What follows belongs to an exercise in optimizing a design on an open flow for small area and a short achievable clock period; a production flow would make more cautious choices.
The RTL was checked by simulation tests, not by an equivalence proof against the original design.

== v6 ==
==> flow/design.v (excerpt) <==
module tetris_top (
    input  logic                                   Clk,
    input  logic                                   reset,
    input  logic                                   step,
    input  logic [7:0]                             keycode,
    input  logic [tetris_board_pkg::ROW_IDX_W-1:0] view_row,
    output tetris_board_pkg::row_t                 view_data,
    output logic [tetris_game_pkg::SCORE_W-1:0]    score,
    output logic [tetris_game_pkg::SCORE_W-1:0]    rows_cleared,
    output logic                                   game_over
);
    localparam int ROWS = tetris_board_pkg::BOARD_ROWS;
    localparam int COLS = tetris_board_pkg::BOARD_COLS;
    tetris_game_pkg::state_t  state;
    tetris_board_pkg::board_t settled;    
    logic [ROWS-1:0]          row_ok;     
    logic [2:0]               lfsr;       
    logic [12:0]              score_hi;   
    logic [4:0]               py;
    logic [4:0]               py_low;     
    tetris_board_pkg::row_t   tp, lp;
    tetris_board_pkg::row_t   w0, w1;
    logic is_spawn, is_fall, is_lock, is_clear;
    assign is_spawn = state == tetris_game_pkg::SPAWN;
    assign is_fall  = state == tetris_game_pkg::FALL;
    assign is_lock  = state == tetris_game_pkg::LOCK;
    assign is_clear = state == tetris_game_pkg::CLEAR;
    logic piece_on;
    assign piece_on = is_fall | is_lock | game_over;
    tetris_board_pkg::row_t spawn_top, spawn_low;
    always_comb begin
        case (lfsr)
            3'd1:    begin spawn_top = 10'h078; spawn_low = 10'h000; end
            3'd2:    begin spawn_top = 10'h030; spawn_low = 10'h030; end
            3'd3:    begin spawn_top = 10'h038; spawn_low = 10'h010; end
            3'd4:    begin spawn_top = 10'h030; spawn_low = 10'h018; end
            3'd5:    begin spawn_top = 10'h018; spawn_low = 10'h030; end
            3'd6:    begin spawn_top = 10'h008; spawn_low = 10'h038; end
            3'd7:    begin spawn_top = 10'h020; spawn_low = 10'h038; end
            default: begin spawn_top = 10'h000; spawn_low = 10'h000; end
        endcase
    end
  ...
Size: ~330 flip-flops, about 59 I/O pins, roughly 18000 µm² of cells after synthesis.
==> module tetris_top, before the edit <==
module tetris_top (
    input  logic                                   Clk,
    input  logic                                   reset,
    input  logic                                   step,
    input  logic [7:0]                             keycode,
    input  logic [tetris_board_pkg::ROW_IDX_W-1:0] view_row,
    output tetris_board_pkg::row_t                 view_data,
    output logic [tetris_game_pkg::SCORE_W-1:0]    score,
    output logic [tetris_game_pkg::SCORE_W-1:0]    rows_cleared,
    output logic                                   game_over
);
    localparam int ROWS = tetris_board_pkg::BOARD_ROWS;
    localparam int COLS = tetris_board_pkg::BOARD_COLS;
    tetris_game_pkg::state_t  state;
    tetris_board_pkg::board_t settled;    
    logic [ROWS-1:0]          row_ok;     
    logic [2:0]               lfsr;       
    logic [12:0]              score_hi;   
    logic [4:0]               py;
    logic [4:0]               py_low;     
    tetris_board_pkg::row_t   tp, lp;
    tetris_board_pkg::row_t   w0, w1;
    logic is_spawn, is_fall, is_lock, is_clear;
    assign is_spawn = state == tetris_game_pkg::SPAWN;
    assign is_fall  = state == tetris_game_pkg::FALL;
    assign is_lock  = state == tetris_game_pkg::LOCK;
    assign is_clear = state == tetris_game_pkg::CLEAR;
    logic piece_on;
    assign piece_on = is_fall | is_lock | game_over;
    tetris_board_pkg::row_t spawn_top, spawn_low;
    always_comb begin
        case (lfsr)
            3'd1:    begin spawn_top = 10'h078; spawn_low = 10'h000; end
            3'd2:    begin spawn_top = 10'h030; spawn_low = 10'h030; end
            3'd3:    begin spawn_top = 10'h038; spawn_low = 10'h010; end
            3'd4:    begin spawn_top = 10'h030; spawn_low = 10'h018; end
            3'd5:    begin spawn_top = 10'h018; spawn_low = 10'h030; end
            3'd6:    begin spawn_top = 10'h008; spawn_low = 10'h038; end
            3'd7:    begin spawn_top = 10'h020; spawn_low = 10'h038; end
            default: begin spawn_top = 10'h000; spawn_low = 10'h000; end
        endcase
    end
    tetris_board_pkg::row_t row21, row20;
    assign row21 = row_ok[21] ? settled[21*COLS +: COLS] : '0;
    assign row20 = row_ok[20] ? settled[20*COLS +: COLS] : '0;
    logic spawn_blocked;
    assign spawn_blocked = ((spawn_top & row21) != '0) || ((spawn_low & row20) != '0);
    logic [ROWS-1:0] ysel;
    for (genvar r = 0; r < ROWS; r++) begin : g_ydec
        assign ysel[r] = py == 5'(r);
    end
    tetris_board_pkg::row_t w2;
    always_comb begin
        w2 = (ysel[0] | ysel[1]) ? '1 : '0;
        for (int r = 2; r < ROWS; r++) begin
            w2 = w2 | ((ysel[r] && row_ok[r-2]) ? settled[(r-2)*COLS +: COLS] : '0);
        end
    end
    logic left_ok, right_ok, go_left, go_right, landed;
    tetris_board_pkg::row_t tm, lm;
    assign left_ok  = !tp[0] && !lp[0] &&
                      (((tp >> 1) & w0) == '0) && (((lp >> 1) & w1) == '0);
    assign right_ok = !tp[COLS-1] && !lp[COLS-1] &&
                      (((tp << 1) & w0) == '0) && (((lp << 1) & w1) == '0);
    assign go_left  = is_fall && (keycode == tetris_game_pkg::KEY_LEFT)  && left_ok;
    assign go_right = is_fall && (keycode == tetris_game_pkg::KEY_RIGHT) && right_ok;
    assign tm = go_left ? (tp >> 1) : go_right ? (tp << 1) : tp;
    assign lm = go_left ? (lp >> 1) : go_right ? (lp << 1) : lp;
    assign landed = ((tm & w1) != '0) || ((lm & w2) != '0);
    logic [ROWS-1:0] is_full, shift_down;
    for (genvar r = 0; r < ROWS; r++) begin : g_full
        assign is_full[r] = row_ok[r] && (&settled[r*COLS +: COLS]);
        if (r == 0) begin : g_first
            assign shift_down[r] = is_full[r];
        end else begin : g_next
            assign shift_down[r] = shift_down[r-1] | is_full[r];
        end
    end
    logic full_found;
    assign full_found = shift_down[ROWS-1];
    always_ff @(posedge Clk) begin
        if (reset) begin
            state        <= tetris_game_pkg::SPAWN;
            score_hi     <= '0;
            rows_cleared <= '0;
            game_over    <= 1'b0;
        end else if (step && !game_over) begin
            case (state)
                tetris_game_pkg::SPAWN: begin
                    if (spawn_blocked) game_over <= 1'b1;
                    else               state <= tetris_game_pkg::FALL;
                end
                tetris_game_pkg::FALL: begin
                    if (landed) state <= tetris_game_pkg::LOCK;
                end
                tetris_game_pkg::LOCK: begin
                    state <= tetris_game_pkg::CLEAR;
                end
                default: begin
                    if (full_found) begin
                        rows_cleared <= rows_cleared + 16'd1;
                        score_hi     <= score_hi + ((rows_cleared[1:0] == 2'b11) ? 13'd2 : 13'd1);
                    end else begin
                        state <= tetris_game_pkg::SPAWN;
                    end
                end
            endcase
        end
    end
    assign score = {score_hi, rows_cleared[1:0], 1'b0};
    always_ff @(posedge Clk) begin
        if (reset) begin
            lfsr <= tetris_game_pkg::LFSR_SEED;
        end else if (step) begin
            lfsr <= {lfsr[1:0], lfsr[2] ^ lfsr[1]};
        end
    end
    always_ff @(posedge Clk) begin
        if (step && is_spawn && !game_over) begin
            py <= 5'd21;
            py_low <= 5'd20;
            tp <= spawn_top;
            lp <= spawn_low;
            w0 <= row21;
            w1 <= row20;
        end else if (step && is_fall) begin
            tp <= tm;
            lp <= lm;
            if (!landed) begin
                py <= py - 5'd1;
                py_low <= py_low - 5'd1;
                w0 <= w1;
                w1 <= w2;
            end
        end
    end
    tetris_board_pkg::board_t settled_d;
    logic [ROWS-1:0] row_ok_d;
    for (genvar r = 0; r < ROWS; r++) begin : g_next_row
        tetris_board_pkg::row_t piece_r;
        logic lock_t, lock_l, clr, sh;
        assign lock_t = step && is_lock && ysel[r];
        assign clr    = step && is_clear && shift_down[r];
        if (r < ROWS - 1) begin : g_below
            assign lock_l  = step && is_lock && ysel[r+1];
            assign piece_r = (lock_t ? tp : '0) | (lock_l ? lp : '0);
            assign sh = clr || (!row_ok[r] && !lock_t && !lock_l);
            assign settled_d[r*COLS +: COLS] = sh ? settled[(r+1)*COLS +: COLS] :
                                                    (settled[r*COLS +: COLS] | piece_r);
            assign row_ok_d[r] = clr ? row_ok[r+1] : (row_ok[r] | lock_t | lock_l);
        end else begin : g_top
            assign lock_l  = 1'b0;
            assign piece_r = lock_t ? tp : '0;
            assign sh = clr || (!row_ok[r] && !lock_t);
            assign settled_d[r*COLS +: COLS] = sh ? '0 : (settled[r*COLS +: COLS] | piece_r);
            assign row_ok_d[r] = clr ? 1'b0 : (row_ok[r] | lock_t);
        end
    end
    always_ff @(posedge Clk) begin
        settled <= settled_d;
    end
    always_ff @(posedge Clk) begin
        if (reset) begin
            row_ok <= '0;
        end else begin
            row_ok <= row_ok_d;
        end
    end
    tetris_board_pkg::row_t view_settled;
    always_comb begin
        view_settled = '0;
        for (int r = 0; r < ROWS; r++) begin
            view_settled = view_settled |
                (((view_row == 5'(r)) && row_ok[r]) ? settled[r*COLS +: COLS] : '0);
        end
    end
    logic hit_top, hit_low;
    assign hit_top = piece_on && (view_row == py);
    assign hit_low = piece_on && (view_row == py_low);
    assign view_data = view_settled | (hit_top ? tp : '0) | (hit_low ? lp : '0);
endmodule
clock: 8.0 ns
lec_check: 0
cap_margin: 20
core_margin: 2
core_utilization: 45
cts_buf_list: sky130_fd_sc_hd__clkbuf_16
cts_cluster_diameter: 100
cts_cluster_size: 20
setup_slack_margin: 3.5
slew_margin: 20
tns_end_percent: 5
standard.sh (not shown) runs the stock make flow with config.mk's settings and CLKGATE_MAP_FILE= SYNTH_SCRIPT=/design/flow/synth_recipe.tcl, a recipe that flattens the netlist after the stock synthesis.
==> flow/flow/run.sh <==
#!/bin/bash
# The standard layout, with one change: the buffers that the flow puts on
# every input and output port are sky130_fd_sc_hd__buf_1 instead of the delay
# buffer buffer_ports picks by default. Timing repair still resizes any of them
# that a critical path needs.
# The make output goes to flow_make.log here; ORFS keeps each step's log under orfs/logs.
set -euo pipefail
export BUFFER_PORTS_ARGS="-buffer_cell sky130_fd_sc_hd__buf_1"
bash standard.sh > flow_make.log 2>&1
### v6 -> v7
--- a/flow/design.v
+++ b/flow/design.v
@@ -48,7 +48,6 @@
     logic [2:0]               lfsr;       
     logic [12:0]              score_hi;   
     logic [4:0]               py;
-    logic [4:0]               py_low;     
     tetris_board_pkg::row_t   tp, lp;
     tetris_board_pkg::row_t   w0, w1;
     logic is_spawn, is_fall, is_lock, is_clear;
@@ -149,7 +148,6 @@
     always_ff @(posedge Clk) begin
         if (step && is_spawn && !game_over) begin
             py <= 5'd21;
-            py_low <= 5'd20;
             tp <= spawn_top;
             lp <= spawn_low;
             w0 <= row21;
@@ -159,7 +157,6 @@
             lp <= lm;
             if (!landed) begin
                 py <= py - 5'd1;
-                py_low <= py_low - 5'd1;
                 w0 <= w1;
                 w1 <= w2;
             end
@@ -207,6 +204,6 @@
     end
     logic hit_top, hit_low;
     assign hit_top = piece_on && (view_row == py);
-    assign hit_low = piece_on && (view_row == py_low);
+    assign hit_low = piece_on && (view_row == py - 5'd1);
     assign view_data = view_settled | (hit_top ? tp : '0) | (hit_low ? lp : '0);
 endmodule
Results
- Relative to v6, number of sinks driven by the clock tree has gone down in v7.
- | total die area | v7 vs v6 | better |
- As of v7, number of non-clock buffers in the layout had fallen by a little under 10% compared to v6.
- Compared with v6, in v7 number of unique standard cell types used by synthesis saw an increase; fraction of area in registers went up by 0.20 points; number of flip-flops and latches in the synthesized netlist fell 1.5%; adder and majority gate portion of the synthesized area roughly the same; share of the clock period used by the worst path after layout +2.1 points.
- Summary of v7 over v6: placeable core region dropped 180 µm²; share of the synthesized netlist area taken by xor and xnor gates dropped 0.23 points; final wirelength climbed 8.0%.

==> what the ideal ports hide <==
How much do the figures lean on ideal ports? The routed layouts below were timed once more, with nothing changed but the port constraints.
Step 1 (the two cells are an assumption about what drives the block):
set clk [get_ports {Clk}]
set_driving_cell -lib_cell sky130_fd_sc_hd__clkbuf_16 $clk
set_driving_cell -lib_cell sky130_fd_sc_hd__buf_2 [delete_from_list [all_inputs] $clk]
Step 2 moves the port delays by t, midway between the first and last clock arrival at a register: inputs arrive t later, outputs are due t later. That takes back most of the time a late clock gives input paths.
a / b / c = ideal ports / drivers / drivers and shift; a / b = the first two.
| run | t (ns) | setup WS [ns] | hold slack, ns | worst setup path after step 2 | worst register clock-pin slew, ns |
|---|---|---|---|---|---|
| v6 | 0.600 | 3.034 / 2.978 / 2.650 | 0.509 / 0.509 / 0.509 | input to register | 0.09 / 0.09 |
| v7 | 0.621 | 2.864 / 2.804 / 2.598 | 0.514 / 0.514 / 0.514 | input to register | 0.09 / 0.09 |
After both steps setup and hold are still met in every run listed. For v6, which loses most, drivers alone change the setup slack by -0.056 ns; drivers and shift together by -0.384 ns.
